Context: an optimization exercise on an open-source flow, tuned for small area. The choices shown serve that exercise and are no tape-out recipe. The RTL was checked by simulation tests, not by an equivalence proof against the original design. Power figures rest on the tool's default switching activity, not on a simulated workload.

## run.sh

```bash
#!/bin/bash
# synth_recipe.tcl (not shown) runs the flow's synth.tcl, then flattens the netlist and writes it again
# the make line also repeats each setting of config.mk as NAME=value (left out here)
make -C /OpenROAD-flow-scripts/flow DESIGN_CONFIG=/design/flow/config.mk WORK_HOME=/design/flow/orfs CLKGATE_MAP_FILE= SYNTH_SCRIPT=/design/flow/synth_recipe.tcl finish
```

## config.mk

```make
export PLATFORM = sky130hd
export DESIGN_NAME = obi_frame_mem
export DESIGN_NICKNAME = obi_frame_mem
export VERILOG_FILES = /design/flow/design.v
export SDC_FILE = /design/flow/constraint.sdc
export NUM_CORES = 4
export LEC_CHECK = 0
export CAP_MARGIN = 20
export CORE_MARGIN = 2
export CORE_UTILIZATION = 40
export CTS_CLUSTER_DIAMETER = 100
export CTS_CLUSTER_SIZE = 25
export SLEW_MARGIN = 20
export SYNTH_HIERARCHICAL = 1
```

## constraint.sdc

```tcl
create_clock -name core_clock -period 3.5 [get_ports {clk_i}]
set_input_delay 0.7000 -clock core_clock [delete_from_list [all_inputs] [get_ports {clk_i}]]
set_output_delay 0.7000 -clock core_clock [all_outputs]
set_load 0.01 [all_outputs]
```

## design.v

```verilog
module obi_frame_mem #(
  parameter int NumWords   = 64,
  parameter int WaitCycles = 1,
  parameter int CntWidth   = 16
) (
  input  logic                clk_i,
  input  logic                rst_ni,
  input  logic                obi_req_i,
  input  logic [31:0]         obi_addr_i,
  input  logic                obi_we_i,
  input  logic [3:0]          obi_be_i,
  input  logic [31:0]         obi_wdata_i,
  input  logic [3:0]          obi_aid_i,
  output logic                obi_gnt_o,
  output logic                obi_rvalid_o,
  output logic [31:0]         obi_rdata_o,
  output logic [3:0]          obi_rid_o,
  output logic                obi_err_o,
  output logic [CntWidth-1:0] rd_cnt_o,
  output logic [CntWidth-1:0] wr_cnt_o,
  output logic                busy_o
);
  localparam int          NumPairs = NumWords / 2;
  localparam int          PairW    = $clog2(NumPairs);
  localparam logic [31:0] ErrData  = 32'hBADCAB1E;
  logic phase_q;
  logic pol_x_q;
  logic pol_y_q;
  always_ff @(posedge clk_i) begin
    phase_q <= ~phase_q;
    pol_x_q <= ~pol_y_q;
    pol_y_q <= pol_x_q;
  end
  logic [PairW-1:0] pair_q;
  logic             half_q;
  logic [3:0]       be_q;
  logic [31:0]      wdata_q;
  logic             we_q;
  logic             oor_q;
  logic [3:0]       aid_q;
  always_ff @(posedge clk_i) begin
    pair_q  <= obi_addr_i[7:3];
    half_q  <= obi_addr_i[2];
    be_q    <= obi_be_i;
    wdata_q <= obi_wdata_i ^ {32{pol_x_q}};
    we_q    <= obi_we_i;
    oor_q   <= |obi_addr_i[31:8];
    aid_q   <= obi_aid_i;
  end
  logic stall_q;
  logic gnt;
  logic rvalid_q;
  logic do_read;
  logic do_write;
  assign gnt      = obi_req_i & stall_q;
  assign do_read  = gnt & ~we_q & ~oor_q;
  assign do_write = gnt &  we_q & ~oor_q;
  always_ff @(posedge clk_i or negedge rst_ni) begin
    if (!rst_ni) begin
      stall_q  <= 1'b0;
      rvalid_q <= 1'b0;
    end else begin
      stall_q  <= obi_req_i & ~stall_q;
      rvalid_q <= gnt;
    end
  end
  logic wr_in_x;
  logic pend_q;
  logic wr_en;
  assign wr_in_x = (half_q == phase_q);
  assign wr_en   = pend_q | (do_write & ~wr_in_x);
  always_ff @(posedge clk_i) begin
    pend_q <= do_write & wr_in_x;
  end
  logic [31:0] mem_x [NumPairs];
  logic [31:0] mem_y [NumPairs];
  logic [31:0] x_d   [NumPairs];
  logic [3:0]  be_hit   [NumPairs];
  logic [3:0]  be_hit_n [NumPairs];
  logic [NumPairs-1:0] rd_sel;
  for (genvar p = 0; p < NumPairs; p++) begin : g_pair
    assign be_hit[p]   = {4{wr_en & (pair_q == p)}} & be_q;
    assign be_hit_n[p] = ~be_hit[p];
    assign rd_sel[p]   = (obi_addr_i[7:3] == p);
    for (genvar b = 0; b < 32; b++) begin : g_wbit
      ofm_wbit u_wbit (
        .y_i   (mem_y[p][b]),
        .wd_i  (wdata_q[b]),
        .en_i  (be_hit[p][b/8]),
        .en_ni (be_hit_n[p][b/8]),
        .x_no  (x_d[p][b])
      );
    end
    always_ff @(posedge clk_i) begin
      mem_x[p] <= x_d[p];
      mem_y[p] <= mem_x[p];
    end
  end
  logic [31:0] rd_x;
  for (genvar b = 0; b < 32; b++) begin : g_rbit
    logic [NumPairs-1:0] col;
    for (genvar p = 0; p < NumPairs; p++) begin : g_col
      assign col[p] = mem_x[p][b];
    end
    ofm_rmux u_rmux (
      .d_i   (col),
      .sel_i (rd_sel),
      .q_o   (rd_x[b])
    );
  end
  logic        rd_in_x;
  logic [31:0] rdata_q;
  logic        rpol_q;
  assign rd_in_x = (obi_addr_i[2] == phase_q);
  always_ff @(posedge clk_i) begin
    if (rd_in_x) begin
      rdata_q <= rd_x;
      rpol_q  <= pol_x_q;
    end
  end
  assign obi_gnt_o    = gnt;
  assign obi_rvalid_o = rvalid_q;
  assign obi_rdata_o  = we_q ? 32'd0 : (oor_q ? ErrData : (rdata_q ^ {32{rpol_q}}));
  assign obi_rid_o    = aid_q;
  assign obi_err_o    = oor_q;
  assign busy_o       = obi_req_i | rvalid_q;
  always_ff @(posedge clk_i or negedge rst_ni) begin
    if (!rst_ni) begin
      rd_cnt_o <= '0;
      wr_cnt_o <= '0;
    end else begin
      if (do_read && (rd_cnt_o != '1)) begin
        rd_cnt_o <= rd_cnt_o + 1'b1;
      end
      if (do_write && (wr_cnt_o != '1)) begin
        wr_cnt_o <= wr_cnt_o + 1'b1;
      end
    end
  end
endmodule
module ofm_wbit (
  input  logic y_i,
  input  logic wd_i,
  input  logic en_i,
  input  logic en_ni,
  output logic x_no
);
  assign x_no = ~((y_i | en_i) & (wd_i | en_ni));
endmodule
module ofm_rmux (
  input  logic [31:0] d_i,
  input  logic [31:0] sel_i,
  output logic        q_o
);
  logic [10:0] t_n;
  for (genvar g = 0; g < 10; g++) begin : g_aoi
    ofm_aoi3 u_aoi (
      .d_i   (d_i[3*g +: 3]),
      .sel_i (sel_i[3*g +: 3]),
      .q_no  (t_n[g])
    );
  end
  ofm_aoi2 u_aoi_last (
    .d_i   (d_i[31:30]),
    .sel_i (sel_i[31:30]),
    .q_no  (t_n[10])
  );
  assign q_o = ~&t_n;
endmodule
module ofm_aoi3 (
  input  logic [2:0] d_i,
  input  logic [2:0] sel_i,
  output logic       q_no
);
  assign q_no = ~|(d_i & sel_i);
endmodule
module ofm_aoi2 (
  input  logic [1:0] d_i,
  input  logic [1:0] sel_i,
  output logic       q_no
);
  assign q_no = ~|(d_i & sel_i);
endmodule
```

==> run_results.csv, run 1 <==
group,metric,value,unit
status,status,"finished clean",
place,dp_hpwl,110000,microns
sta,fin_crit,3340,ps
cts,cts_tree,"done",
floorplan,die_w,387,microns
routing,drcViolationCount,0,
routing,vias,39400,
routing,wirelength,171000,microns
pwr,p_leak,26.0,nW
cells_and_area,layout.cells.most_common_list,"dfxtp_1 (2099), o22ai_1 (1024), a222oi_1 (320), buf_4 (258), nand2_1 (146)",
cts,clockBufferDepth,3,
routing,drt-pass1-iter-count,9,
cts,cts.clk_slew.worst_paths,100,ps
setup_path,critPathArrivalTime,2640,ps
routing,viasPerCell,5.83,
sta,relSlewSlack,0.137,
cts,cts_sinks,2167,
routing,drtIter0Drc,4489,
routing,wl_met2,76600,microns
setup_path,cp_max_fo,14,
synthesis,dominantRegCellSynth,"dfxtp_1",
floorplan,die_y,387,microns
cells_and_area,drive_gt1_frac,0.109,
routing,drt.antenna.violating_nets,0,
synthesis,synth-edff-count,33,
cells_and_area,stdcell_area,0.0674,sq mm
setup_path,worstPathRequired,2800,ps
setup_path,endpoint_kind,"output pin",
sta,final_max_slew_viol_count,0,
grt,grt_pass1_wl,256000,microns
floorplan,rows,140,
sta,rsz0062_at_grt,"false",
cells_and_area,layout_commonest_cell,"dfxtp_1",
setup_path,crit_path_start_kind,"flip-flop",
place,routabilityCongestion,0.828,
place,portBuffers,145,
sta,tightest_slew,1290,ps
synthesis,syn_nets,4432,
synthesis,syn_avg_cell_area,13.4,sq um
synthesis,ys_ff_latch,2167,
sta,min_period_over_period,0.955,
grt,grt-ovfl-total,0,
run,drv_cap,0,
synthesis,syn_area,0.0585,sq mm
synthesis,synthCells,4354,
floorplan,start_util,0.402,
routing,highest_layer,"met5",
routing,wl_per_cell,25.4,microns
synthesis,seq_area_frac_synth,0.750,
floorplan,die_area,0.149,sq mm
setup_path,crit_type,"reg -> out",
grt,antenna_found_initial,7,
cts,post_cts_buffers,0,
sta,clock.fmax,299,MHz
synthesis,ys_warn_count,16,
pwr,max-vdd-ir-drop,0.362,mV
place,postPlaceCellArea,0.0647,sq mm
sta,fin_skew,23.2,ps
cts,htreeDepth,3,
synthesis,ys_types,45,
grt,grt_max_degree,35,
cts,clkLatencyLatePin,730,ps
cts,cts_root_buf,"clkbuf_16",
cells_and_area,layout.cells.non_filler,6752,
cells_and_area,nets,4886,
grt,grt_pass1_vias,39200,
place,dp.cells,6623,
routing,met3WireLength,12700,microns
cts,cts_buffers,97,
pwr,total_power,0.0389,W
grt,grt_util_all_layers,0.222,
cells_and_area,final_util,0.463,
cts,hold_buffers,0,
routing,met1_length,78400,microns
synthesis,synthArstFlopShare,0.0157,
sta,setup_viol,0,
sta,hold_viol_final,0,
cells_and_area,syn_to_final_growth,15.1,%
floorplan,ios,148,
hold_path,min_path_type,"reg -> reg",
pwr,power.density,578,mW/mm^2
floorplan,fp.coreArea,0.146,sq mm
[final timing paths]
check	depth (start not counted)	slack, ps	end	start
hold / removal	0	340	mem_y[13][23]	mem_x[13][23]
hold reg to reg	0	340	mem_y[13][23]	mem_x[13][23]
setup / recovery	5	160	obi_rdata_o[1]	rpol_q
min in group asynchronous	2	390	wr_cnt_o[8]	rst_ni
max in group asynchronous	2	2810	rd_cnt_o[0]	rst_ni
setup reg to reg	5	440	mem_x[30][6]	pair_q[4]
[Yosys stat by module, one instance, submodules excluded]
module,flops+latches,times used
ofm_rmux,0,32
ofm_aoi2,0,32
ofm_wbit,0,1024
obi_frame_mem,2167,1
ofm_aoi3,0,320
[routing by layer]
metal | vias to the layer above | GRT usage
li1 | 18000 | -
met1 | 19700 | 0.321
met2 | 1463 | 0.347
met3 | 198 | 0.0334
met4 | 10 | 0.0569
met5 | - | 0
[area by class of cell]
class	instances	area [sq um]
Clock inverter	6	66.3
Timing Repair Buffer	426	3900
Fill cell	13000	78200
Multi-Input combinational cell	2109	14600
Clock buffer	119	2550
Antenna cell	1	2.50
Tap cell	1917	2400
Sequential cell	2167	43900
Inverter	7	26.3
[flip-flops by register name, indices dropped and copies added (netlist names), 4 cells and up]
register / flops
be_q: 4
rdata_q: 32
aid_q: 4
wdata_q: 32
mem_x: 1024
mem_y: 1024
pair_q: 5
wr_cnt_o: 16
rd_cnt_o: 16
[report_power, final]
group	switching [W]	internal [W]	total [W]
Combinational	0.000891	0.000499	0.00139
Sequential	0.0000722	0.0248	0.0249
Clock	0.00747	0.00519	0.0127
Total	0.00844	0.0305	0.0389
[worst max-delay path, stage by stage (launching register included)]
cell and delay [ps]:
edfxtp_1 370, buf_4 310, xor2_1 280, nor2_1 70, nor2_1 270, clkdlybuf4s50_1 610
[cell usage after synthesis, types with 34 or more instances]
cell	instances	area [sq um]
and2_1	34	213
dfrtp_1	34	851
nand4_1	74	463
nand2_1	147	552
nor3_2	46	460
clkbuf_1	39	146
or3_1	35	219
dfxtp_1	2100	42000
a222oi_1	320	3200
xor2_1	73	639
nor3_1	72	360
nand3_1	42	210
nor2_1	125	469
o22ai_1	1024	6410
[what timing repair did]
| action | CTS | global route |
|---|---|---|
| resized for setup | 1 | 1 |
| pin swaps | 0 | 0 |
| setup endpoints to repair | 13 | 1 |
[metrics by stage]
| step | worst slack (ps) | hold slack (ps) | setup TNS (ps) |
|---|---|---|---|
| final | 157 | 345 | 0 |
| after global routing | 23.5 | 352 | 0 |
| after CTS | 96.7 | 345 | 0 |
| after detailed placement | -301 | 336 | -4100 |
| after global placement | -303 | 333 | -3910 |
| after floorplan | 153 | 330 | 0 |
[kinds of logic after synthesis]
family | Yosys count | synth area share
flops | 2167 | 0.750
compound gates | 1383 | 0.172
simple gates | 628 | 0.0575
xor+xnor | 90 | 0.0135
buf+inv | 78 | 0.00626
mux | 6 | 0.00115
fa+ha+maj | 2 | 0.000427
==> run 2: changes to the inputs <==
==> flow/run.sh (new file) <==
#!/bin/bash
# Standard layout (the standard.sh, standard synthesis), with the port
# buffers made from sky130_fd_sc_hd__buf_2 instead of the delay buffer the
# default buffer_ports picks. Every input and output port still gets its
# own buffer. The make output goes to flow_make.log in the work folder.
set -euo pipefail
export BUFFER_PORTS_ARGS="-buffer_cell sky130_fd_sc_hd__buf_2"
bash standard.sh finish > flow_make.log 2>&1
==> standard.sh (new file) <==
#!/bin/bash
# synth_recipe.tcl (not shown) runs the flow's synth.tcl, then flattens the netlist and writes it again
# the make line also repeats each setting of config.mk as NAME=value (left out here)
make -C /OpenROAD-flow-scripts/flow DESIGN_CONFIG=/design/flow/config.mk WORK_HOME=/design/flow/orfs CLKGATE_MAP_FILE= SYNTH_SCRIPT=/design/flow/synth_recipe.tcl "${@:-finish}"
removed: run.sh
==> run_results.csv, run 2 <==
group,metric,value,unit
status,status,"finished clean",
cells_and_area,syn_to_final_growth,12.5,%
cells_and_area,top_regs,"mem_x (1024), mem_y (1024)",
cts,hold_buffers,0,
pwr,total_power,0.0388,W
sta,min_period_over_period,0.954,
cts,post_cts_resized,0,
grt,grt-ovfl-total,0,
grt,grt_util_all_layers,0.222,
sta,setup_viol,0,
sta,hold_viol_final,0,
setup_path,crit_type,"reg -> out",
setup_path,crit_family,"simple AND/OR/NAND/NOR gates",
pwr,seqPwrFrac,0.640,
routing,drt-pass1-iter-count,10,
floorplan,die_area,0.149,sq mm
sta,tightest_slew,1180,ps
place,routabilityCongestion,0.840,
synthesis,ys_ff_latch,2167,
pwr,power.density,590,mW/mm^2
pwr,switchingPower,0.00848,W
routing,viasPerCell,5.91,
pwr,max-vdd-ir-drop,0.450,mV
cells_and_area,layout.cells.most_common_list,"dfxtp_1 (2099), o22ai_1 (1024), a222oi_1 (320), buf_4 (192), nand2_1 (146)",
sta,fin_crit,3340,ps
grt,antenna_found_initial,11,
cts,clockBufferDepth,3,
setup_path,critPathArrivalTime,2640,ps
synthesis,syn_area,0.0585,sq mm
cts,cts_root_buf,"clkbuf_16",
floorplan,fp.coreArea,0.146,sq mm
synthesis,synthCells,4354,
pwr,pwr-share-clk,0.327,
sta,clock.fmax,300,MHz
cts,post_cts_buffers,0,
cells_and_area,n_fill_cell,13200,
sta,fin_skew,47.7,ps
cells_and_area,layout_commonest_cell,"dfxtp_1",
floorplan,start_util,0.402,
cells_and_area,nets,4804,
synthesis,ys_warn_count,16,
synthesis,dominantRegCellSynth,"dfxtp_1",
place,portBuffers,145,
sta,setup_ws,163,ps
cts,cts.clk_slew.worst_paths,110,ps
run,drv_cap,0,
setup_path,endpoint_kind,"output pin",
synthesis,yosys-top-cells-count,"dfxtp_1 (2100), o22ai_1 (1024), a222oi_1 (320)",
sta,relSlewSlack,0.209,
cts,cts_tree,"done",
synthesis,synthMostInstantiatedCell,"dfxtp_1",
setup_path,slowest_delay,640,ps
setup_path,cp_max_fo,24,
synthesis,synthArstFlopShare,0.0157,
grt,grt_pass1_wl,255000,microns
synthesis,syn_nets,4432,
synthesis,seq_area_frac_synth,0.750,
routing,drt.antenna.violating_nets,0,
cts,htreeDepth,3,
sta,final_max_slew_viol_count,0,
cts,clkLatencyLatePin,750,ps
cells_and_area,drive_gt1_frac,0.124,
pwr,p_leak,25.7,nW
synthesis,syn_avg_cell_area,13.4,sq um
synthesis,ys_types,45,
routing,wirelength,172000,microns
place,dp_hpwl,109000,microns
sta,tns,0,ps
setup_path,path_buf_inv,2,
cts,cts_buffers,96,
floorplan,rows,140,
floorplan,die_w,387,microns
routing,drtIter0Drc,4766,
grt,grt_max_degree,35,
routing,vias,39500,
setup_path,path_cells,"buf_4 -> or2_2 -> nor2_1 -> buf_2",
synthesis,synth_top_area_frac,0.718,
sta,rsz0062_at_grt,"false",
cts,cts_sinks,2167,
place,pre_cts_ws,194,ps
pwr,swShare,0.218,
setup_path,worstPathRequired,2800,ps
setup_path,crit_path_top_delay_cell,"or2_2",
synthesis,synth-edff-count,33,
hold_path,min_path_type,"in -> async",
cells_and_area,final_util,0.452,
setup_path,crit_path_start_kind,"flip-flop",
pwr,p_int,0.0304,W
synthesis,synthTopCellsByArea,"dfxtp_1 (72%), o22ai_1 (11%), a222oi_1 (5.5%), edfxtp_1 (1.7%), dfrtp_1 (1.5%)",
synthesis,synth_top_cell_by_area,"dfxtp_1",
routing,drcViolationCount,0,
floorplan,die_y,387,microns
pwr,combPwrFrac,0.033,
routing,wl_per_cell,25.8,microns
grt,grt_pass1_vias,39300,
floorplan,ios,148,
-- run 2: cell types whose count changed in the layout (fill, tap and decap cells not counted), sizes merged --
cell	change
diode	+4
clkinv	+1
buf	+64
clkdlybuf4s50	-145
inv	-1
clkbuf	+2
-- run 2: power by group through the flow --
stage	combinational (W)	sequential (W)	clock (W)
floorplan	0.000501	0.0255	0
global placement	0.00126	0.0254	0
detailed placement	0.00127	0.0254	0
CTS	0.00127	0.0249	0.0129
global route	0.00134	0.0249	0.0137
finish	0.00129	0.0249	0.0127
-- run 2: area by class of cell --
type	count	area (sq um)	share of cell area
Antenna cell	5	12.5	0.000190
Tap cell	1917	2400	0.0364
Multi-Input combinational cell	2109	14600	0.221
Sequential cell	2167	43900	0.666
Inverter	7	26.3	0.000399
Clock inverter	6	82.6	0.00125
Timing Repair Buffer	345	2320	0.0353
Clock buffer	121	2540	0.0386
-- run 2: stage by stage --
step / cell area (sq um) / std cells / hold WS (ps)
after floorplan: 58500 / 4354 / 330
after global placement: 63200 / 6543 / 332
after detailed placement: 63200 / 6544 / 335
after CTS: 65800 / 6671 / 19.9
after global routing: 65800 / 6672 / 27.7
final: 65800 / 6677 / 45.0
-- run 2: cell families after synthesis --
logic type                 after synthesis  synth area share
DFF                                   2167             0.750
AOI/OAI and AO/OA                     1383             0.172
and+or+nand+nor                        628            0.0575
xor gates and xnor gates                90            0.0135
buffers and inverters                   78           0.00626
muxes                                    6           0.00115
adders and majority gates                2          0.000427
-- run 2: final timing paths --
kind	start	to	slack, ps	depth (start not counted)
worst max-delay path	oor_q	obi_rdata_o[12]	160	4
worst min register to register	mem_x[5][19]	mem_y[5][19]	340	0
worst min-delay path	rst_ni	wr_cnt_o[10]	40	1
max in group asynchronous	rst_ni	wr_cnt_o[0]	2960	1
worst max register to register	pair_q[4]	mem_x[20][22]	710	5
min in group core_clock	obi_be_i[1]	be_q[1]	60	1
-- run 2: metal layers --
layer	vias to the layer above	track usage	part of all wire
met5	-	0	0.000076
met4	2	0.0670	0.030
met3	237	0.0388	0.077
met2	1569	0.342	0.44
met1	19800	0.317	0.45
li1	17800	-	-
-- run 2: per-module statistics from Yosys, one instance, submodules excluded --
module         flops+latches  cells  cell area (sq um)  times used
ofm_aoi2                   0      1               12.5          32
obi_frame_mem           2167   2850              47800           1
ofm_aoi3                   0      1               10.0         320
ofm_rmux                   0      4               23.8          32
ofm_wbit                   0      1               6.26        1024
==> run 3: changes to the inputs <==
--- a/design.v
+++ b/design.v
@@ -36,3 +36,2 @@
   logic [3:0]       be_q;
-  logic [31:0]      wdata_q;
   logic             we_q;
@@ -44,3 +43,2 @@
     be_q    <= obi_be_i;
-    wdata_q <= obi_wdata_i ^ {32{pol_x_q}};
     we_q    <= obi_we_i;
@@ -74,2 +72,3 @@
   end
+  logic [31:0] data_q;
   logic [31:0] mem_x [NumPairs];
@@ -77,8 +76,8 @@
   logic [31:0] x_d   [NumPairs];
-  logic [3:0]  be_hit   [NumPairs];
-  logic [3:0]  be_hit_n [NumPairs];
+  logic [3:0]  be_hit [NumPairs];
+  logic [NumPairs-1:0] pair_hit_n;
   logic [NumPairs-1:0] rd_sel;
   for (genvar p = 0; p < NumPairs; p++) begin : g_pair
-    assign be_hit[p]   = {4{wr_en & (pair_q == p)}} & be_q;
-    assign be_hit_n[p] = ~be_hit[p];
+    assign pair_hit_n[p] = ~(wr_en & (pair_q == p));
+    assign be_hit[p]     = {4{~pair_hit_n[p]}} & be_q;
     assign rd_sel[p]   = (obi_addr_i[7:3] == p);
@@ -87,5 +86,5 @@
         .y_i   (mem_y[p][b]),
-        .wd_i  (wdata_q[b]),
+        .wd_i  (data_q[b]),
         .en_i  (be_hit[p][b/8]),
-        .en_ni (be_hit_n[p][b/8]),
+        .en_ni (pair_hit_n[p]),
         .x_no  (x_d[p][b])
@@ -110,10 +109,15 @@
   end
-  logic        rd_in_x;
-  logic [31:0] rdata_q;
-  logic        rpol_q;
+  logic rd_in_x;
+  logic rpol_q;
   assign rd_in_x = (obi_addr_i[2] == phase_q);
   always_ff @(posedge clk_i) begin
+    if (obi_we_i) begin
+      for (int b = 0; b < 4; b++) begin
+        data_q[8*b +: 8] <= (obi_wdata_i[8*b +: 8] ^ {8{pol_x_q}}) | {8{~obi_be_i[b]}};
+      end
+    end else if (rd_in_x) begin
+      data_q <= rd_x;
+    end
     if (rd_in_x) begin
-      rdata_q <= rd_x;
-      rpol_q  <= pol_x_q;
+      rpol_q <= pol_x_q;
     end
@@ -122,3 +126,3 @@
   assign obi_rvalid_o = rvalid_q;
-  assign obi_rdata_o  = we_q ? 32'd0 : (oor_q ? ErrData : (rdata_q ^ {32{rpol_q}}));
+  assign obi_rdata_o  = we_q ? 32'd0 : (oor_q ? ErrData : (data_q ^ {32{rpol_q}}));
   assign obi_rid_o    = aid_q;
==> run_results.csv, run 3 <==
group,metric,value,unit
pwr,p_leak,25.3,nW
pwr,swShare,0.226,
sta,whs,45.1,ps
synthesis,synth-edff-count,33,
cells_and_area,n_fill_cell,13000,
sta,hold_viol_final,0,
grt,grt_max_degree,35,
pwr,pwr-share-clk,0.325,
setup_path,crit_type,"reg -> out",
setup_path,r2r_start,"stall_q",
hold_path,min_path_type,"in -> async",
pwr,combPwrFrac,0.043,
setup_path,path_buf_inv,2,
synthesis,syn_avg_cell_area,13.7,sq um
sta,fin_skew,31.9,ps
routing,drt-pass1-iter-count,9,
floorplan,start_util,0.402,
sta,tightest_slew,1150,ps
pwr,p_int,0.0302,W
sta,fin_crit,3050,ps
routing,drtIter0Drc,4510,
sta,min_period_over_period,0.872,
floorplan,die_y,384,microns
cells_and_area,nets,4664,
floorplan,die_w,384,microns
synthesis,seq_area_frac_synth,0.750,
place,dp_hpwl,116000,microns
pwr,max-vdd-ir-drop,0.468,mV
pwr,seqPwrFrac,0.632,
floorplan,ios,148,
setup_path,rrSetupSlack,1000,ps
sta,setup_viol,0,
sta,clock.fmax,328,MHz
cts,cts.clk_slew.worst_paths,100,ps
cells_and_area,final_util,0.452,
synthesis,ys_types,51,
pwr,power.density,602,mW/mm^2
cts,hold_buffers,0,
cts,clockBufferDepth,3,
synthesis,syn_nets,4288,
grt,grt-ovfl-total,0,
synthesis,ys_ff_latch,2135,
cts,cts_buffers,97,
routing,wl_per_cell,26.7,microns
status,status,"finished clean",
floorplan,fp.coreArea,0.143,sq mm
setup_path,cpMostUsedCell,"nor2_1",
routing,wirelength,174000,microns
cts,htreeDepth,3,
routing,drcViolationCount,0,
cells_and_area,layout.cells.most_common_list,"dfxtp_1 (2067), o22ai_1 (1024), a222oi_1 (320), buf_4 (165), buf_2 (145)",
place,routabilityCongestion,0.851,
synthesis,yosys-top-cells-count,"dfxtp_1 (2068), o22ai_1 (1024), a222oi_1 (320)",
setup_path,cp_max_fo,15,
cts,clkLatencyLatePin,730,ps
cells_and_area,layout_commonest_cell,"dfxtp_1",
synthesis,synth_top_area_frac,0.718,
cts,cts_sinks,2135,
synthesis,dominantRegCellSynth,"dfxtp_1",
place,dp.cells,6390,
grt,grt_util_all_layers,0.230,
setup_path,endpoint_kind,"output pin",
setup_path,r2r_end,"mem_x[0][21]",
cts,cts_root_buf,"clkbuf_16",
floorplan,rows,139,
synthesis,synthCells,4210,
setup_path,crit_family,"flip-flops",
synthesis,synth_top_cell_by_area,"dfxtp_1",
place,portBuffers,145,
synthesis,ys_warn_count,14,
setup_path,critPathArrivalTime,2350,ps
cells_and_area,syn_to_final_growth,12.4,%
run,drv_cap,0,
cells_and_area,layout.cells.non_filler,6522,
sta,rsz0062_at_grt,"false",
synthesis,synthMostInstantiatedCell,"dfxtp_1",
pwr,switchingPower,0.00883,W
sta,tns,0,ps
routing,viasPerCell,5.94,
cells_and_area,top_regs,"mem_x (1024), mem_y (1024), data_q (32)",
cts,post_cts_resized,0,
cts,post_cts_buffers,0,
setup_path,crit_path_top_delay_cell,"edfxtp_1",
setup_path,reg2reg_depth,6,
cts,cts_tree,"done",
synthesis,syn_area,0.0577,sq mm
routing,drt.antenna.violating_nets,0,
routing,vias,38800,
grt,antenna_found_initial,2,
floorplan,die_area,0.147,sq mm
sta,final_max_slew_viol_count,0,
setup_path,path_cells,"buf_4 -> xor2_1 -> nor2_1 -> nor2_1 -> buf_2",
setup_path,crit_path_start_kind,"flip-flop",
synthesis,synthArstFlopShare,0.0159,
synthesis,synthTopCellsByArea,"dfxtp_1 (72%), o22ai_1 (11%), a222oi_1 (5.6%), edfxtp_1 (1.7%), dfrtp_1 (1.5%)",
setup_path,slowest_delay,790,ps
grt,grt_pass1_vias,37900,
sta,relSlewSlack,0.228,
cells_and_area,drive_gt1_frac,0.117,
grt,grt_pass1_wl,255000,microns
setup_path,worstPathRequired,2800,ps
run 3: cell count changes after synthesis, sizes merged, moves of 7 or more:
cell,previous run,this run
and2,34,113
and3,2,21
buf,32,14
clkbuf,39,29
dfxtp,2100,2068
inv,7,32
nand2,147,21
nor2,126,94
nor3,118,36
o22a,0,32
xnor2,17,27
xor2,73,66
run 3: cell families (layout without fill, tap and decap cells):
kind of cell / Yosys count / after routing / share of synthesized area
flops: 2135 / 2135 / 0.750
compound gates: 1415 / 1415 / 0.179
simple gates: 488 / 488 / 0.0507
xor+xnor: 93 / 93 / 0.0141
buf+inv: 75 / 478 / 0.00525
fa+ha+maj: 2 / 2 / 0.000434
mux: 2 / 2 / 0.000456
other cells: 0 / 6 / 0
run 3: worst max path at each step:
stage / startpoint / endpoint / slack, ps / cells past startpoint
after detailed placement: obi_addr_i[4] / data_q[27] / 120 / 9
after global routing: data_q[8] / obi_rdata_o[8] / 350 / 5
after global placement: obi_addr_i[4] / data_q[27] / 100 / 9
after floorplan: obi_addr_i[3] / data_q[6] / 30 / 7
after CTS: data_q[8] / obi_rdata_o[8] / 400 / 5
final: data_q[8] / obi_rdata_o[8] / 450 / 5
run 3: power by group through the flow:
stage	logic, W	registers, W	clock network, W
finish	0.00166	0.0247	0.0127
global route	0.00172	0.0247	0.0137
CTS	0.00166	0.0247	0.0129
detailed placement	0.00166	0.0252	0
global placement	0.00166	0.0252	0
floorplan	0.000596	0.0253	0
run 3: per-layer routing:
| layer | share of wire | up-vias | track usage |
|---|---|---|---|
| li1 | - | 17400 | - |
| met1 | 0.44 | 19700 | 0.328 |
| met2 | 0.46 | 1423 | 0.356 |
| met3 | 0.067 | 241 | 0.0341 |
| met4 | 0.035 | 0 | 0.0760 |
| met5 | 0 | - | 0 |
run 3: modules after synthesis (local to each module, per instance):
module / copies in the design / cell area (sq um) / cells
ofm_aoi2: 32 / 12.5 / 1
ofm_wbit: 1024 / 6.26 / 1
ofm_aoi3: 320 / 10.0 / 1
obi_frame_mem: 1 / 46900 / 2706
ofm_rmux: 32 / 23.8 / 4
run 3: final cells by class:
| cell class | instances | area (sq um) | share of cell area |
|---|---|---|---|
| diodes | 6 | 15.0 | 0.000232 |
| clock inverters | 7 | 101 | 0.00156 |
| clock buffers | 119 | 2550 | 0.0394 |
| repair buffers | 320 | 2160 | 0.0334 |
| flip-flops and latches | 2135 | 43200 | 0.667 |
| well taps | 1903 | 2380 | 0.0367 |
| inverters | 32 | 120 | 0.00185 |
| multi-input cells | 2000 | 14200 | 0.220 |
run 3: through the flow:
stage               instance area, sq um  worst slack, ps  power (W)
global placement                   62100              102     0.0269
global route                       64800              349     0.0401
floorplan                          57700             26.7     0.0259
detailed placement                 62100              116     0.0269
finish                             64800              447     0.0390
CTS                                64800              400     0.0392
==> run 4: changes to the inputs <==
--- a/config.mk
+++ b/config.mk
@@ -12,2 +12,3 @@
 export CTS_CLUSTER_SIZE = 25
+export PLACE_DENSITY = 0.85
 export SLEW_MARGIN = 20
==> run_results.csv, run 4 <==
group,metric,value,unit
synthesis,synthArstFlopShare,0.0159,
pwr,max-vdd-ir-drop,0.385,mV
sta,tightest_slew,1170,ps
sta,rsz0062_at_grt,"false",
grt,grtUsageMet2,0.331,
grt,grt_busiest_layer,"met2",
cts,post_cts_buffers,0,
setup_path,cpMostUsedCell,"nor2_1",
synthesis,ys_warn_count,14,
routing,vias,40600,
sta,setup_viol,0,
sta,hold_viol_final,0,
setup_path,critPathArrivalTime,2270,ps
setup_path,crit_type,"reg -> out",
sta,fin_skew,66.3,ps
cts,clkLatencyLatePin,750,ps
cts,cts_buffers,98,
sta,min_period_over_period,0.850,
sta,clock.fmax,336,MHz
setup_path,path_cells,"xor2_1 -> nor2_1 -> nor2_1 -> buf_2",
pwr,p_leak,25.2,nW
setup_path,worstPathRequired,2800,ps
pwr,power.density,601,mW/mm^2
cts,post_cts_resized,0,
sta,fin_crit,2970,ps
setup_path,slowest_delay,960,ps
cts,cts_tree,"done",
synthesis,synthCells,4210,
floorplan,die_w,384,microns
run,drv_cap,0,
cts,cts.clk_slew.worst_paths,90,ps
synthesis,ys_ff_latch,2135,
setup_path,crit_path_start_kind,"flip-flop",
grt,grt_pass1_vias,40600,
pwr,swShare,0.226,
cells_and_area,top_regs,"mem_x (1024), mem_y (1024), data_q (32)",
cts,cts_sinks,2135,
pwr,p_int,0.0302,W
floorplan,start_util,0.402,
synthesis,syn_avg_cell_area,13.7,sq um
cells_and_area,layout_commonest_cell,"dfxtp_1",
cts,clockBufferDepth,3,
routing,drt.antenna.violating_nets,0,
place,routabilityCongestion,0.926,
routing,viasPerCell,6.25,
synthesis,synthTopCellsByArea,"dfxtp_1 (72%), o22ai_1 (11%), a222oi_1 (5.6%), edfxtp_1 (1.7%), dfrtp_1 (1.5%)",
setup_path,endpoint_kind,"output pin",
grt,grt_util_all_layers,0.221,
routing,wirelength,170000,microns
floorplan,die_area,0.147,sq mm
synthesis,synth_top_cell_by_area,"dfxtp_1",
cts,cts_root_buf,"clkbuf_16",
grt,grt_pass1_wl,252000,microns
grt,grt_use_met3,0.0543,
grt,antenna_found_initial,12,
grt,grt_max_degree,35,
synthesis,yosys-top-cells-count,"dfxtp_1 (2068), o22ai_1 (1024), a222oi_1 (320)",
synthesis,synthMostInstantiatedCell,"dfxtp_1",
routing,drt-pass1-iter-count,15,
cells_and_area,syn_to_final_growth,12.5,%
floorplan,rows,139,
pwr,switchingPower,0.00880,W
cts,hold_buffers,0,
sta,setup_ws,525,ps
pwr,pwr-share-clk,0.326,
setup_path,path_buf_inv,1,
grt,use_met1,0.278,
routing,drtIter0Drc,6151,
synthesis,synth_top_area_frac,0.718,
place,portBuffers,145,
cells_and_area,drive_gt1_frac,0.113,
hold_path,min_path_type,"in -> async",
floorplan,fp.coreArea,0.143,sq mm
synthesis,syn_area,0.0577,sq mm
grt,grt-ovfl-total,0,
floorplan,ios,148,
synthesis,seq_area_frac_synth,0.750,
setup_path,cp_max_fo,16,
synthesis,dominantRegCellSynth,"dfxtp_1",
sta,relSlewSlack,0.218,
pwr,seqPwrFrac,0.631,
cells_and_area,layout.cells.most_common_list,"dfxtp_1 (2067), o22ai_1 (1024), a222oi_1 (320), buf_2 (145), buf_4 (128)",
pwr,combPwrFrac,0.043,
sta,tns,0,ps
place,pre_cts_ws,182,ps
sta,final_max_slew_viol_count,0,
setup_path,crit_path_top_delay_cell,"edfxtp_1",
routing,wl_per_cell,26.1,microns
setup_path,crit_family,"flip-flops",
cts,htreeDepth,3,
synthesis,synth-edff-count,33,
status,status,"finished clean",
cells_and_area,nets,4638,
place,dp_hpwl,110000,microns
floorplan,die_y,384,microns
synthesis,syn_nets,4288,
synthesis,ys_types,51,
routing,drcViolationCount,0,
pwr,total_power,0.0390,W
==> run 4: path summary, 6_finish.rpt <==
check / cells past startpoint / endpoint / slack [ps] / start
max in group asynchronous: 1 / rd_cnt_o[9] / 2970 / rst_ni
min in group core_clock: 1 / aid_q[3] / 70 / obi_aid_i[3]
max: 4 / obi_rdata_o[2] / 530 / data_q[2]
max reg2reg: 6 / mem_x[10][2] / 620 / stall_q
min reg2reg: 0 / mem_y[26][9] / 330 / mem_x[26][9]
min: 1 / rd_cnt_o[4] / 40 / rst_ni
==> run 4: per-layer routing <==
metal	vias to the layer above	share of wire
li1	17300	-
met1	20000	0.37
met2	2732	0.44
met3	612	0.12
met4	12	0.078
met5	-	0.00044
==> run 4: stage by stage <==
stage / instance area (sq um) / std cells / hold WS (ps) / util
after floorplan: 57700 / 4210 / 330 / -
after global placement: 62100 / 6363 / 334 / 0.433
after detailed placement: 62100 / 6363 / 335 / 0.433
after CTS: 64800 / 6494 / 20.7 / 0.452
after global routing: 64900 / 6494 / 49.8 / 0.453
final: 64900 / 6499 / 41.4 / 0.453
==> run 4: power groups by stage <==
stage / combinational, W / sequential [W] / clock [W]
after floorplan: 0.000596 / 0.0253 / 0
after global placement: 0.00156 / 0.0252 / 0
after detailed placement: 0.00159 / 0.0252 / 0
after CTS: 0.00160 / 0.0246 / 0.0128
after global routing: 0.00169 / 0.0246 / 0.0136
final: 0.00167 / 0.0246 / 0.0127
==> run 4: cells by family after synthesis <==
group	Yosys count	synth area share
DFF	2135	0.750
AOI/OAI and AO/OA	1415	0.179
buffers and inverters	75	0.00525
muxes	2	0.000456
and+or+nand+nor	488	0.0507
xor gates and xnor gates	93	0.0141
adders and majority gates	2	0.000434
==> run 4: final cells by class <==
type                    count  area (sq um)
fillers                 12100         78400
flip-flops and latches   2135         43200
multi-input cells        2000         14300
clock buffers             118          2550
well taps                1903          2380
repair buffers            293          2090
clock inverters            13           216
inverters                  32           120
diodes                      5          12.5
==> run 4: per-module statistics from Yosys, one instance, submodules excluded <==
module | flops+latches | area [sq um] | cells inside
ofm_aoi3 | 0 | 10.0 | 1
ofm_rmux | 0 | 23.8 | 4
ofm_aoi2 | 0 | 12.5 | 1
obi_frame_mem | 2135 | 46900 | 2706
ofm_wbit | 0 | 6.26 | 1
==> run 5: changes to the inputs <==
==> flow/run.sh (replaced) <==
#!/bin/bash
# Standard layout (the standard.sh, standard synthesis) with two changes:
# - the port buffers are sky130_fd_sc_hd__buf_1 instead of the delay buffer
#   the default buffer_ports picks; every input and output port still gets
#   its own buffer;
# - clock tree synthesis uses the same sink clustering as config.mk, without
#   dummy loads.
# The make output goes to flow_make.log in the work folder; ORFS keeps each
# step's own log under orfs/logs.
set -euo pipefail
export BUFFER_PORTS_ARGS="-buffer_cell sky130_fd_sc_hd__buf_1"
export CTS_ARGS="-sink_clustering_enable -repair_clock_nets -sink_clustering_size 25 -sink_clustering_max_diameter 100 -dont_use_dummy_load"
bash standard.sh finish > flow_make.log 2>&1
--- a/config.mk
+++ b/config.mk
@@ -12,3 +12,2 @@
 export CTS_CLUSTER_SIZE = 25
-export PLACE_DENSITY = 0.85
 export SLEW_MARGIN = 20
==> run_results.csv, run 5 <==
group,metric,value,unit
status,status,"finished clean",
synthesis,yosys-top-cells-count,"dfxtp_1 (2068), o22ai_1 (1024), a222oi_1 (320)",
setup_path,critPathArrivalTime,2440,ps
cts,clockBufferDepth,3,
synthesis,synth_top_cell_by_area,"dfxtp_1",
sta,fin_skew,67.6,ps
sta,tightest_slew,1090,ps
cts,cts_root_buf,"clkbuf_16",
floorplan,die_w,384,microns
grt,use_met1,0.323,
cts,clkLatencyLatePin,740,ps
pwr,p_leak,24.8,nW
cts,cts_tree,"done",
setup_path,worstPathRequired,2800,ps
synthesis,syn_avg_cell_area,13.7,sq um
pwr,pwr-share-clk,0.317,
pwr,combPwrFrac,0.043,
grt,antenna_found_initial,2,
place,routabilityCongestion,0.832,
synthesis,dominantRegCellSynth,"dfxtp_1",
setup_path,endpoint_kind,"output pin",
run,drv_cap,0,
cells_and_area,top_regs,"mem_x (1024), mem_y (1024), data_q (32)",
cts,post_cts_resized,0,
floorplan,die_y,384,microns
cells_and_area,multi_input_area,0.0142,sq mm
floorplan,ios,148,
pwr,p_int,0.0299,W
grt,grt_use_met3,0.0323,
floorplan,die_area,0.147,sq mm
pwr,max-vdd-ir-drop,0.420,mV
routing,viasPerCell,5.96,
routing,wl_per_cell,26.5,microns
routing,drt-pass1-iter-count,10,
synthesis,ys_ff_latch,2135,
pwr,power.density,596,mW/mm^2
sta,min_period_over_period,0.898,
setup_path,crit_path_start_kind,"flip-flop",
cts,cts_buffers,97,
floorplan,fp.coreArea,0.143,sq mm
place,dp_hpwl,116000,microns
routing,drt.antenna.violating_nets,0,
routing,drcViolationCount,0,
synthesis,synth_top_area_frac,0.718,
synthesis,syn_nets,4288,
pwr,switchingPower,0.00863,W
cells_and_area,n_fill_cell,13100,
sta,rsz0062_at_grt,"false",
grt,grt_max_degree,35,
pwr,swShare,0.224,
sta,tns,0,ps
grt,grt_busiest_layer,"met2",
floorplan,rows,139,
grt,grt_pass1_wl,255000,microns
synthesis,synthCells,4210,
synthesis,ys_types,51,
routing,wirelength,173000,microns
sta,whs,63.6,ps
synthesis,synthArstFlopShare,0.0159,
cells_and_area,layout.area.seq,0.0432,sq mm
pwr,total_power,0.0385,W
cells_and_area,nets,4677,
synthesis,synthTopCellsByArea,"dfxtp_1 (72%), o22ai_1 (11%), a222oi_1 (5.6%), edfxtp_1 (1.7%), dfrtp_1 (1.5%)",
routing,drtIter0Drc,4215,
routing,vias,38800,
cells_and_area,drive_gt1_frac,0.0872,
sta,setup_viol,0,
place,portBuffers,145,
setup_path,crit_type,"reg -> out",
sta,relSlewSlack,0.272,
synthesis,ys_warn_count,14,
cts,cts.clk_slew.worst_paths,100,ps
cells_and_area,layout.cells.most_common_list,"dfxtp_1 (2067), o22ai_1 (1024), a222oi_1 (320), buf_4 (164), buf_1 (143)",
grt,grtUsageMet2,0.359,
grt,grt_util_all_layers,0.228,
synthesis,seq_area_frac_synth,0.750,
cts,htreeDepth,3,
hold_path,min_path_type,"in -> async",
sta,hold_viol_final,0,
pwr,seqPwrFrac,0.640,
grt,grt-ovfl-total,0,
grt,grt_pass1_vias,38300,
setup_path,cp_max_fo,25,
cells_and_area,final_util,0.451,
synthesis,synthMostInstantiatedCell,"dfxtp_1",
synthesis,synth-edff-count,33,
cells_and_area,layout_commonest_cell,"dfxtp_1",
sta,fin_crit,3140,ps
sta,final_max_slew_viol_count,0,
sta,clock.fmax,318,MHz
cells_and_area,syn_to_final_growth,12.1,%
floorplan,start_util,0.402,
synthesis,syn_area,0.0577,sq mm
cts,cts_sinks,2135,
run 5: cell counts after synthesis:
Identical to the previous run, type by type.
run 5: worst paths after layout:
kind                               from              end  slack (ps)  cells after the start
setup reg to reg                stall_q     mem_x[8][17]         740                      6
hold / removal                   rst_ni      wr_cnt_o[9]          60                      1
max in group asynchronous        rst_ni     rd_cnt_o[12]        2850                      1
hold reg to reg             mem_x[8][7]      mem_y[8][7]         310                      0
min in group core_clock    obi_aid_i[0]         aid_q[0]          70                      1
setup / recovery                 rpol_q  obi_rdata_o[11]         360                      5
run 5: final cells by class:
class                      instances  share of cell area
inverter                          32             0.00186
clock buffer                      97              0.0375
multi-input combinational       2000               0.220
sequential                      2135               0.669
timing repair buffer             333              0.0348
tap                             1903              0.0368
antenna                            3            0.000116
run 5: cells by family (layout without fill, tap and decap cells):
logic type	count (synthesis)	count (layout)	synth area share
buffers and inverters	75	462	0.00525
AO/OA/AOI/OAI	1415	1415	0.179
XOR/XNOR	93	93	0.0141
flip-flops	2135	2135	0.750
multiplexers	2	2	0.000456
AND/OR/NAND/NOR	488	488	0.0507
other	0	3	0
adder cells (fa/ha/maj)	2	2	0.000434
run 5: through the flow:
| stage | instance area (sq um) | setup WS (ps) | cells |
|---|---|---|---|
| finish | 64700 | 358 | 6503 |
| global route | 64700 | 193 | 6500 |
| CTS | 64700 | 280 | 6500 |
| detailed placement | 62200 | 69.6 | 6402 |
| global placement | 62200 | 61.3 | 6402 |
| floorplan | 57700 | 26.7 | 4210 |
run 5: power groups by stage:
stage | logic (W) | clock network [W] | registers, W
finish | 0.00166 | 0.0122 | 0.0247
detailed placement | 0.00166 | 0 | 0.0253
CTS | 0.00167 | 0.0124 | 0.0247
global placement | 0.00166 | 0 | 0.0253
floorplan | 0.000596 | 0 | 0.0253
global route | 0.00173 | 0.0133 | 0.0247
run 5: modules after synthesis, one instance, submodules excluded:
module | flops+latches | cell area, sq um | times used | cells inside
obi_frame_mem | 2135 | 46900 | 1 | 2706
ofm_aoi2 | 0 | 12.5 | 32 | 1
ofm_aoi3 | 0 | 10.0 | 320 | 1
ofm_rmux | 0 | 23.8 | 32 | 4
ofm_wbit | 0 | 6.26 | 1024 | 1
run 5: critical path, stage by stage, from the launching register on:
cell	delay, ps
edfxtp_1	600
buf_4	450
xor2_1	290
nor2_1	70
nor2_1	90
buf_1	200
run 5: per-layer routing:
| layer | part of all wire | wire length [microns] |
|---|---|---|
| met2 | 0.46 | 79200 |
| met3 | 0.061 | 10600 |
| met5 | 0.000075 | 13 |
| met4 | 0.033 | 5770 |
| met1 | 0.45 | 76900 |
run 5: repair_timing:
action,4_1_cts,5_1_grt
buffers inserted,0,0
hold endpoints to repair,1,0
hold buffers,1,0
==> run 6: changes to the inputs <==
--- a/config.mk
+++ b/config.mk
@@ -12,2 +12,3 @@
 export CTS_CLUSTER_SIZE = 25
+export GPL_TIMING_DRIVEN = 0
 export SLEW_MARGIN = 20
==> run_results.csv, run 6 <==
group,metric,value,unit
status,failed_checks,"setup timing",
routing,wirelength,170000,microns
setup_path,rrSetupSlack,290,ps
setup_path,crit_type,"in -> reg",
cts,clockBufferDepth,3,
sta,final_max_slew_viol_count,0,
synthesis,synth_mux_area_frac,0.000456,
setup_path,r2r_start,"stall_q",
cells_and_area,layout_commonest_cell,"dfxtp_1",
synthesis,synth-edff-count,33,
setup_path,critPathLaunch,"obi_addr_i[4]",
routing,drt-pass1-iter-count,10,
status,status,"finished with violations",
cells_and_area,layout.cells.most_common_list,"dfxtp_1 (2068), o22ai_1 (1024), a222oi_1 (320), buf_1 (147), and2_1 (113)",
setup_path,critPathArrivalTime,4010,ps
synthesis,ys_types,51,
setup_path,critPathCapture,"data_q[5]",
sta,clock.fmax,283,MHz
sta,tightest_slew,1210,ps
place,routabilityCongestion,0.842,
synthesis,synth_compound_area_frac,0.179,
synthesis,synth_top_cell_by_area,"dfxtp_1",
synthesis,synthCells,4210,
floorplan,die_y,384,microns
synthesis,synthMostInstantiatedCell,"dfxtp_1",
pwr,max-vdd-ir-drop,0.358,mV
cts,cts_buffers,95,
routing,vias,38600,
sta,setup_viol,1,
sta,rsz0062_at_grt,"false",
floorplan,die_w,384,microns
synthesis,yosys-top-cells-count,"dfxtp_1 (2068), o22ai_1 (1024), a222oi_1 (320)",
setup_path,worstPathRequired,3980,ps
setup_path,reg2reg_depth,6,
sta,fin_crit,3530,ps
synthesis,synth_top_family_by_area,"compound AO/OA/AOI/OAI gates",
cells_and_area,nets,4632,
synthesis,syn_avg_cell_area,13.7,sq um
grt,grt_util_all_layers,0.224,
setup_path,endpoint_kind,"flip-flop",
routing,viasPerCell,5.97,
grt,grt_pass1_vias,38000,
grt,grt_max_degree,33,
synthesis,syn_nets,4288,
synthesis,syn_area,0.0577,sq mm
grt,antenna_found_initial,6,
routing,drt.antenna.violating_nets,0,
place,portBuffers,145,
synthesis,synth_top_area_frac,0.718,
setup_path,crit_path_start_kind,"input port",
synthesis,seq_area_frac_synth,0.750,
cells_and_area,layout.cells.non_filler,6458,
cts,clkLatencyLatePin,720,ps
cts,cts.clk_slew.worst_paths,100,ps
setup_path,r2r_end,"mem_x[24][22]",
cts,cts_root_buf,"clkbuf_16",
setup_path,cp_max_fo,26,
synthesis,ys_warn_count,14,
synthesis,synth-adder-area-share,0.000434,
routing,drcViolationCount,0,
pwr,power.density,592,mW/mm^2
floorplan,start_util,0.402,
sta,hold_viol_final,0,
routing,drtIter0Drc,4408,
place,dp_hpwl,114000,microns
sta,tns,-30.0,ps
grt,grt-ovfl-total,0,
sta,fin_skew,57.3,ps
routing,wl_per_cell,26.3,microns
cells_and_area,syn_to_final_growth,12.8,%
grt,grt_pass1_wl,251000,microns
hold_path,min_path_type,"in -> reg",
cells_and_area,top_regs,"mem_x (1024), mem_y (1024), data_q (32)",
synthesis,synthTopCellsByArea,"dfxtp_1 (72%), o22ai_1 (11%), a222oi_1 (5.6%), edfxtp_1 (1.7%), dfrtp_1 (1.5%)",
cells_and_area,n_fill_cell,13000,
place,pre_cts_ws,-818,ps
place,dp.cells,6354,
sta,whs,105,ps
floorplan,ios,148,
cts,htreeDepth,3,
sta,setup_ws,-30.0,ps
synthesis,dominantRegCellSynth,"dfxtp_1",
pwr,p_leak,24.7,nW
synthesis,synth_xor_area_frac,0.0141,
floorplan,fp.coreArea,0.143,sq mm
cts,cts_sinks,2135,
run,drv_cap,0,
sta,relSlewSlack,0.195,
synthesis,synthArstFlopShare,0.0159,
synthesis,synthSimpleGateAreaFrac,0.0507,
sta,min_period_over_period,1.01,
floorplan,rows,139,
synthesis,ys_ff_latch,2135,
cells_and_area,drive_gt1_frac,0.0793,
cts,cts_tree,"done",
floorplan,die_area,0.147,sq mm
==> run 6: cell counts after synthesis <==
No cell type changed its count.
==> run 6: per-stage QoR <==
stage | power (W) | area (sq um) | utilization
2_1_floorplan | 0.0259 | 57700 | -
3_3_place_gp | 0.0267 | 60600 | 0.423
3_5_place_dp | 0.0270 | 62600 | 0.437
4_1_cts | 0.0387 | 65000 | 0.453
5_1_grt | 0.0396 | 65000 | 0.454
6_report | 0.0385 | 65000 | 0.454
==> run 6: final cells by class <==
type,count,area [sq um],share of cell area
Tap cell,1903,2380,0.0366
Multi-Input combinational cell,2000,14400,0.222
Timing Repair Buffer,248,2320,0.0356
Clock buffer,95,2380,0.0366
Sequential cell,2135,43200,0.665
Buffer,42,183,0.00281
Antenna cell,3,7.51,0.000115
Inverter,32,120,0.00185
==> run 6: per-layer routing <==
metal  wire [microns]  part of all wire  track usage  up-vias
li1                 -                 -            -    17300
met1            74000              0.44        0.315    19600
met5               39           0.00023            0        -
met4             7530             0.044       0.0977        6
met2            76800              0.45        0.348     1418
met3            11100             0.066       0.0263      269
==> run 6: repair_timing <==
| item | CTS | global route |
|---|---|---|
| endpoints found under the setup margin | 6 | 4 |
| hold buffers | 1 | 0 |
| setup buffers | 0 | 6 |
| hold endpoints to repair | 11 | 0 |
| gates resized for setup | 2 | 2 |
==> run 6: cells by family after synthesis <==
family / Yosys count
and+or+nand+nor: 488
AOI/OAI and AO/OA: 1415
xor gates and xnor gates: 93
DFF: 2135
adders and majority gates: 2
buffers and inverters: 75
muxes: 2
==> run 6: worst min path at each step <==
| stage | from | end | slack [ps] | cells after the start |
|---|---|---|---|---|
| floorplan | mem_x[0][0] | mem_y[0][0] | 330 | 0 |
| global placement | mem_x[23][26] | mem_y[23][26] | 330 | 0 |
| detailed placement | mem_x[15][13] | mem_y[15][13] | 340 | 0 |
| CTS | obi_aid_i[3] | aid_q[3] | 60 | 1 |
| global route | obi_aid_i[3] | aid_q[3] | 90 | 1 |
| finish | obi_aid_i[3] | aid_q[3] | 100 | 1 |
==> run 6: where the power goes <==
group / internal, W / leakage [nW] / switching (W)
clock network: 0.00487 / 1.17 / 0.00717
registers: 0.0244 / 17.9 / 0.000210
logic: 0.000678 / 5.70 / 0.00117
total: 0.0300 / 24.7 / 0.00854
==> run 6: critical path, cell delays in order <==
cell and delay [ps]:
buf_1 150, nand2b_1 130, clkbuf_1 890, nor2_4 170, buf_12 240, a222oi_1 520
nand4_1 490, or3_1 500, o22a_1 200
==> run 6: Yosys stat by module (local to each module, per instance) <==
module / area (sq um) / cells
obi_frame_mem: 46900 / 2706
ofm_aoi2: 12.5 / 1
ofm_aoi3: 10.0 / 1
ofm_rmux: 23.8 / 4
ofm_wbit: 6.26 / 1
==> run 7: changes to the inputs <==
--- a/design.v
+++ b/design.v
@@ -35,3 +35,3 @@
   logic             half_q;
-  logic [3:0]       be_q;
+  logic [3:0]       be_n_q;
   logic             we_q;
@@ -42,3 +42,3 @@
     half_q  <= obi_addr_i[2];
-    be_q    <= obi_be_i;
+    be_n_q  <= ~obi_be_i;
     we_q    <= obi_we_i;
@@ -81,3 +81,3 @@
     assign pair_hit_n[p] = ~(wr_en & (pair_q == p));
-    assign be_hit[p]     = {4{~pair_hit_n[p]}} & be_q;
+    assign be_hit[p]     = ~({4{pair_hit_n[p]}} | be_n_q);
     assign rd_sel[p]   = (obi_addr_i[7:3] == p);
--- a/config.mk
+++ b/config.mk
@@ -12,3 +12,2 @@
 export CTS_CLUSTER_SIZE = 25
-export GPL_TIMING_DRIVEN = 0
 export SLEW_MARGIN = 20
==> run_results.csv, run 7 <==
group,metric,value,unit
status,status,"finished clean",
sta,hold_viol_final,0,
synthesis,syn_area,0.0571,sq mm
sta,relSlewSlack,0.198,
synthesis,syn_nets,4255,
synthesis,synthArstFlopShare,0.0159,
routing,drcViolationCount,0,
place,portBuffers,145,
routing,viasPerCell,5.86,
grt,grt_max_degree,36,
cells_and_area,layout.area.seq,0.0432,sq mm
grt,grt_pass1_wl,248000,microns
cells_and_area,nets,4776,
cells_and_area,layout_commonest_cell,"dfxtp_1",
pwr,power.density,589,mW/mm^2
cts,clockBufferDepth,3,
cts,clkLatencyLatePin,710,ps
sta,fin_skew,39.5,ps
setup_path,path_cells,"buf_4 -> xor2_1 -> nor2_1 -> nor2_1 -> buf_1",
setup_path,endpoint_kind,"output pin",
routing,drt.antenna.violating_nets,0,
setup_path,crit_type,"reg -> out",
grt,grt_busiest_layer,"met2",
floorplan,die_w,382,microns
cts,post_cts_resized,0,
grt,grtUsageMet2,0.341,
floorplan,start_util,0.403,
synthesis,ys_ff_latch,2135,
synthesis,synth_top_cell_by_area,"dfxtp_1",
sta,min_period_over_period,0.984,
cts,cts_buffers,95,
sta,tns,0,ps
grt,use_met1,0.313,
cts,htreeDepth,3,
grt,grt_util_all_layers,0.221,
synthesis,synth-edff-count,33,
sta,rsz0062_at_grt,"false",
setup_path,crit_path_start_kind,"flip-flop",
cts,post_cts_buffers,0,
routing,wl_per_cell,25.2,microns
sta,fin_crit,3440,ps
place,routabilityCongestion,0.838,
cells_and_area,syn_to_final_growth,14.2,%
sta,clock.fmax,290,MHz
cells_and_area,drive_gt1_frac,0.112,
grt,grt_use_met3,0.0369,
setup_path,slowest_delay,830,ps
sta,final_max_slew_viol_count,0,
cells_and_area,n_fill_cell,12900,
cells_and_area,top_regs,"mem_x (1024), mem_y (1024), data_q (32)",
cts,cts_root_buf,"clkbuf_16",
setup_path,crit_path_top_delay_cell,"edfxtp_1",
grt,grt_pass1_vias,38500,
floorplan,fp.coreArea,0.142,sq mm
grt,antenna_found_initial,3,
synthesis,syn_avg_cell_area,13.7,sq um
cts,hold_buffers,0,
synthesis,synth_top_area_frac,0.725,
floorplan,die_area,0.146,sq mm
pwr,max-vdd-ir-drop,0.358,mV
cts,cts.clk_slew.worst_paths,90,ps
synthesis,ys_types,43,
routing,drtIter0Drc,4361,
cells_and_area,layout.cells.most_common_list,"dfxtp_1 (2066), o22ai_1 (1024), a222oi_1 (320), buf_4 (299), nor2_1 (189)",
sta,setup_viol,0,
floorplan,die_y,382,microns
setup_path,cp_max_fo,11,
synthesis,dominantRegCellSynth,"dfxtp_1",
synthesis,seq_area_frac_synth,0.758,
synthesis,synthMostInstantiatedCell,"dfxtp_1",
grt,grt-ovfl-total,0,
floorplan,rows,138,
routing,vias,38600,
synthesis,synthTopCellsByArea,"dfxtp_1 (73%), o22ai_1 (11%), a222oi_1 (5.6%), edfxtp_1 (1.7%), dfrtp_1 (1.5%)",
synthesis,ys_warn_count,14,
pwr,p_leak,25.3,nW
setup_path,cpMostUsedCell,"nor2_1",
setup_path,critPathArrivalTime,2740,ps
sta,tightest_slew,1200,ps
floorplan,ios,148,
cts,cts_tree,"done",
hold_path,min_path_type,"in -> reg",
routing,drt-pass1-iter-count,10,
cells_and_area,final_util,0.460,
cells_and_area,multi_input_area,0.0140,sq mm
synthesis,yosys-top-cells-count,"dfxtp_1 (2068), o22ai_1 (1024), a222oi_1 (320)",
place,dp_hpwl,112000,microns
setup_path,worstPathRequired,2800,ps
run,drv_cap,0,
cts,cts_sinks,2135,
routing,wirelength,166000,microns
synthesis,synthCells,4177,
==> run 7: changes by cell type after synthesis, sizes merged, moves of 3 or more <==
cell	delta
nor2	+127
and2	-111
nand3b	-3
clkbuf	-4
nor2b	+3
and3	-18
nand2	-7
xor2	+5
o21ai	-4
inv	-24
nand3	+30
nor3	-25
==> run 7: logic make-up after synthesis <==
kind of cell | count (synthesis) | synth area share
flops | 2135 | 0.758
compound gates | 1410 | 0.181
simple gates | 484 | 0.0426
xor+xnor | 96 | 0.0147
buf+inv | 48 | 0.00344
mux | 2 | 0.000395
fa+ha+maj | 2 | 0.000438
==> run 7: worst paths after layout <==
kind / from / to / slack (ps) / cells past startpoint
min: obi_aid_i[3] / aid_q[3] / 60 / 1
max in group asynchronous: rst_ni / wr_cnt_o[0] / 2890 / 1
max: rpol_q / obi_rdata_o[1] / 60 / 5
max reg2reg: stall_q / mem_x[24][26] / 690 / 6
min in group asynchronous: rst_ni / rd_cnt_o[13] / 70 / 1
min reg2reg: mem_x[8][19] / mem_y[8][19] / 330 / 0
==> run 7: per-stage QoR <==
stage	cell area (sq um)	instances	hold WS (ps)	total power [W]	setup slack [ps]
after floorplan	57100	4177	330	0.0259	44.9
after detailed placement	62800	6490	334	0.0269	25.3
after global placement	62700	6489	333	0.0269	88.5
final	65200	6587	59.0	0.0384	55.9
after CTS	65100	6585	13.9	0.0386	150
after global routing	65200	6586	23.3	0.0395	68.6
==> run 7: metal layers <==
layer	part of all wire	vias up
li1	-	17500
met1	0.44	19400
met2	0.45	1384
met3	0.072	247
met4	0.037	0
met5	0	-
==> run 7: power by group <==
part / total (W) / switching, W / internal [W]
Clock: 0.0120 / 0.00718 / 0.00486
Sequential: 0.0245 / 0.0000897 / 0.0244
Combinational: 0.00186 / 0.00130 / 0.000567
Total: 0.0384 / 0.00857 / 0.0298
==> run 7: layout make-up <==
class / count / area share
antenna: 1 / 0.0000384
clock buffer: 95 / 0.0365
inverter: 8 / 0.000461
multi-input combinational: 1994 / 0.214
sequential: 2135 / 0.664
tap: 1890 / 0.0363
timing repair buffer: 464 / 0.0489
==> run 7: worst max-delay path: cells and delay by family (launching register included) <==
family	cells	cell delay [ps]
AND/OR/NAND/NOR	2	190
buffers and inverters	2	510
XOR/XNOR	1	470
flip-flops	1	830
==> run 7: modules after synthesis, one instance, submodules excluded <==
module | copies in the design | flip-flops and latches | area (sq um)
ofm_wbit | 1024 | 0 | 6.26
ofm_aoi2 | 32 | 0 | 12.5
ofm_aoi3 | 320 | 0 | 10.0
ofm_rmux | 32 | 0 | 23.8
obi_frame_mem | 1 | 2135 | 46300
==> run 8: changes to the inputs <==
--- a/config.mk
+++ b/config.mk
@@ -12,2 +12,3 @@
 export CTS_CLUSTER_SIZE = 25
+export GPL_TIMING_DRIVEN = 0
 export SLEW_MARGIN = 20
==> run_results.csv, run 8 <==
group,metric,value,unit
status,status,"finished with violations",
status,failed_checks,"setup timing",
setup_path,crit_type,"reg -> out",
synthesis,syn_avg_cell_area,13.7,sq um
synthesis,yosys-top-cells-count,"dfxtp_1 (2068), o22ai_1 (1024), a222oi_1 (320)",
setup_path,critPathArrivalTime,2830,ps
cts,cts_buffers,95,
synthesis,synthMostInstantiatedCell,"dfxtp_1",
routing,wl_per_cell,25.2,microns
cells_and_area,layout_commonest_cell,"dfxtp_1",
setup_path,cp_max_fo,10,
floorplan,ios,148,
synthesis,ys_warn_count,14,
setup_path,crit_path_start_kind,"flip-flop",
place,portBuffers,145,
floorplan,die_y,382,microns
grt,antenna_found_initial,4,
synthesis,synthCells,4177,
synthesis,dominantRegCellSynth,"dfxtp_1",
routing,viasPerCell,5.91,
synthesis,ys_types,43,
synthesis,synth_mux_area_frac,0.000395,
sta,tightest_slew,1130,ps
sta,fin_skew,52.1,ps
sta,clock.fmax,284,MHz
synthesis,synth_top_area_frac,0.725,
routing,drt.antenna.violating_nets,0,
routing,vias,38000,
routing,drcViolationCount,0,
cts,cts_root_buf,"clkbuf_16",
sta,setup_viol,1,
synthesis,synth_xor_area_frac,0.0147,
sta,relSlewSlack,0.244,
routing,wirelength,162000,microns
sta,fin_crit,3530,ps
setup_path,worstPathRequired,2800,ps
place,dp_hpwl,109000,microns
synthesis,synth-adder-area-share,0.000439,
sta,hold_viol_final,0,
cts,htreeDepth,3,
floorplan,fp.coreArea,0.142,sq mm
grt,grt-ovfl-total,0,
place,routabilityCongestion,0.857,
place,pre_cts_ws,-951,ps
setup_path,endpoint_kind,"output pin",
synthesis,synth-edff-count,33,
synthesis,ys_ff_latch,2135,
cells_and_area,drive_gt1_frac,0.0782,
pwr,max-vdd-ir-drop,0.419,mV
sta,final_max_slew_viol_count,0,
synthesis,synthTopCellsByArea,"dfxtp_1 (73%), o22ai_1 (11%), a222oi_1 (5.6%), edfxtp_1 (1.7%), dfrtp_1 (1.5%)",
hold_path,min_path_type,"in -> reg",
sta,tns,-25.5,ps
run,drv_cap,0,
grt,grt_pass1_vias,37900,
pwr,p_leak,24.9,nW
grt,grt_pass1_wl,243000,microns
synthesis,synthArstFlopShare,0.0159,
cts,cts_tree,"done",
synthesis,synth_top_family_by_area,"compound AO/OA/AOI/OAI gates",
synthesis,seq_area_frac_synth,0.758,
routing,drt-pass1-iter-count,12,
floorplan,die_area,0.146,sq mm
cells_and_area,syn_to_final_growth,14.3,%
cts,clockBufferDepth,3,
synthesis,syn_area,0.0571,sq mm
floorplan,die_w,382,microns
sta,min_period_over_period,1.01,
grt,grt_max_degree,33,
cts,cts.clk_slew.worst_paths,90,ps
floorplan,rows,138,
floorplan,start_util,0.403,
cells_and_area,layout.cells.most_common_list,"dfxtp_1 (2068), o22ai_1 (1024), a222oi_1 (320), nor2_1 (179), buf_1 (146)",
synthesis,synth_compound_area_frac,0.181,
pwr,total_power,0.0386,W
cts,clkLatencyLatePin,730,ps
pwr,power.density,591,mW/mm^2
cells_and_area,nets,4617,
cts,cts_sinks,2135,
cells_and_area,final_util,0.460,
routing,drtIter0Drc,4234,
synthesis,synth_top_cell_by_area,"dfxtp_1",
grt,grt_util_all_layers,0.216,
synthesis,synthSimpleGateAreaFrac,0.0426,
cells_and_area,top_regs,"mem_x (1024), mem_y (1024), data_q (32)",
sta,setup_ws,-25.5,ps
sta,whs,68.6,ps
synthesis,syn_nets,4255,
[run 8: cell counts after synthesis]
No cell type changed its count.
[run 8: repair_timing]
action                                  in CTS  in global routing
hold buffers                                 1                  0
gates resized for setup                      5                 21
endpoints found under the setup margin     829                252
hold endpoints to repair                     7                  0
setup buffers                                1                  0
[run 8: final timing paths]
| kind | from | endpoint | slack (ps) | cells past startpoint |
|---|---|---|---|---|
| worst max-delay path | rpol_q | obi_rdata_o[25] | -30 | 6 |
| worst min-delay path | obi_aid_i[3] | aid_q[3] | 70 | 1 |
| worst max register to register | stall_q | mem_x[14][7] | 210 | 7 |
| worst min register to register | mem_x[13][11] | mem_y[13][11] | 320 | 0 |
| max in group asynchronous | rst_ni | wr_cnt_o[1] | 2720 | 3 |
| min in group asynchronous | rst_ni | wr_cnt_o[13] | 350 | 2 |
[run 8: area by class of cell]
cell class | instances | area, sq um
Antenna cell | 1 | 2.50
Buffer | 40 | 173
Clock buffer | 95 | 2380
Fill cell | 12700 | 76400
Inverter | 8 | 30.0
Multi-Input combinational cell | 1994 | 14100
Sequential cell | 2135 | 43200
Tap cell | 1890 | 2360
Timing Repair Buffer | 265 | 2860
[run 8: worst max-delay path, stage by stage (launching register included)]
cell and delay (ps):
edfxtp_1 350, clkbuf_1 290, buf_4 450, xor2_2 600, nor2_1 110, nor2_1 130
buf_1 160
[run 8: cells by family (layout without fill, tap and decap cells)]
family / count (synthesis) / in the layout
AOI/OAI and AO/OA: 1410 / 1410
xor gates and xnor gates: 96 / 96
adders and majority gates: 2 / 2
DFF: 2135 / 2135
other: 0 / 1
and+or+nand+nor: 484 / 484
buffers and inverters: 48 / 408
muxes: 2 / 2
[run 8: Yosys stat by module, one instance, submodules excluded]
| module | cell area, sq um | cells |
|---|---|---|
| ofm_aoi3 | 10.0 | 1 |
| ofm_wbit | 6.26 | 1 |
| obi_frame_mem | 46300 | 2673 |
| ofm_rmux | 23.8 | 4 |
| ofm_aoi2 | 12.5 | 1 |
[run 8: routing by layer]
layer	routed length, microns	vias to the layer above	global-route usage
li1	-	17300	-
met1	71200	19100	0.303
met2	73300	1353	0.334
met3	11300	260	0.0360
met4	6440	6	0.0805
met5	36	-	0
[run 8: report_power, final]
part           switching (W)  total, W  internal, W
Combinational        0.00121   0.00191     0.000699
Clock                0.00715    0.0120      0.00486
Sequential          0.000215    0.0246       0.0244
[run 8: through the flow]
| step | std cells | cell area, sq um |
|---|---|---|
| floorplan | 4177 | 57100 |
| global placement | 6212 | 60000 |
| detailed placement | 6330 | 62700 |
| CTS | 6427 | 65100 |
| global route | 6427 | 65200 |
| finish | 6428 | 65200 |

[afterwards: timing with drivers on the ports]
In the flow no input, the clock included, has a driving cell. The finished layouts below were timed again as built, in two steps. Step 1 assumes that a clkbuf_16 drives the clock port and a buf_2 every other input. Step 2 adds t to the input delays and takes it off the output delays; t is the mean of the earliest and latest rising clock arrival at the registers after step 1. Input paths then give back, and output paths get back, about the clock's delay inside the block. Slacks: no drivers / after step 1 / after step 2; pairs: no drivers / after step 1.
run	shift t [ns]	setup slack, ns	hold WS [ns]	latest minus earliest clock arrival (ns)
run 1	0.796	0.157 / 0.074 / -0.352	0.345 / 0.335 / 0.345	0.031 / 0.031
run 2	0.806	0.163 / 0.083 / 0.089	0.045 / -0.008 / 0.338	0.048 / 0.048
run 3	0.792	0.447 / 0.368 / 0.104	0.045 / -0.014 / 0.328	0.037 / 0.038
run 4	0.784	0.525 / 0.457 / -0.177	0.041 / 0.003 / 0.330	0.075 / 0.076
run 5	0.784	0.358 / 0.278 / -0.050	0.064 / 0.006 / 0.306	0.068 / 0.068
run 6	0.768	-0.030 / -0.060 / -0.829	0.105 / 0.051 / 0.317	0.057 / 0.057
run 7	0.768	0.056 / -0.009 / -0.039	0.059 / 0.021 / 0.329	0.056 / 0.057
run 8	0.774	-0.026 / -0.095 / -0.804	0.069 / 0.025 / 0.319	0.054 / 0.054
With both steps, setup timing fails in run 1, run 4, run 5 and run 7, where it was met with ideal ports. For run 6, which loses most, drivers alone change the setup slack by -0.030 ns; drivers and shift together by -0.799 ns.
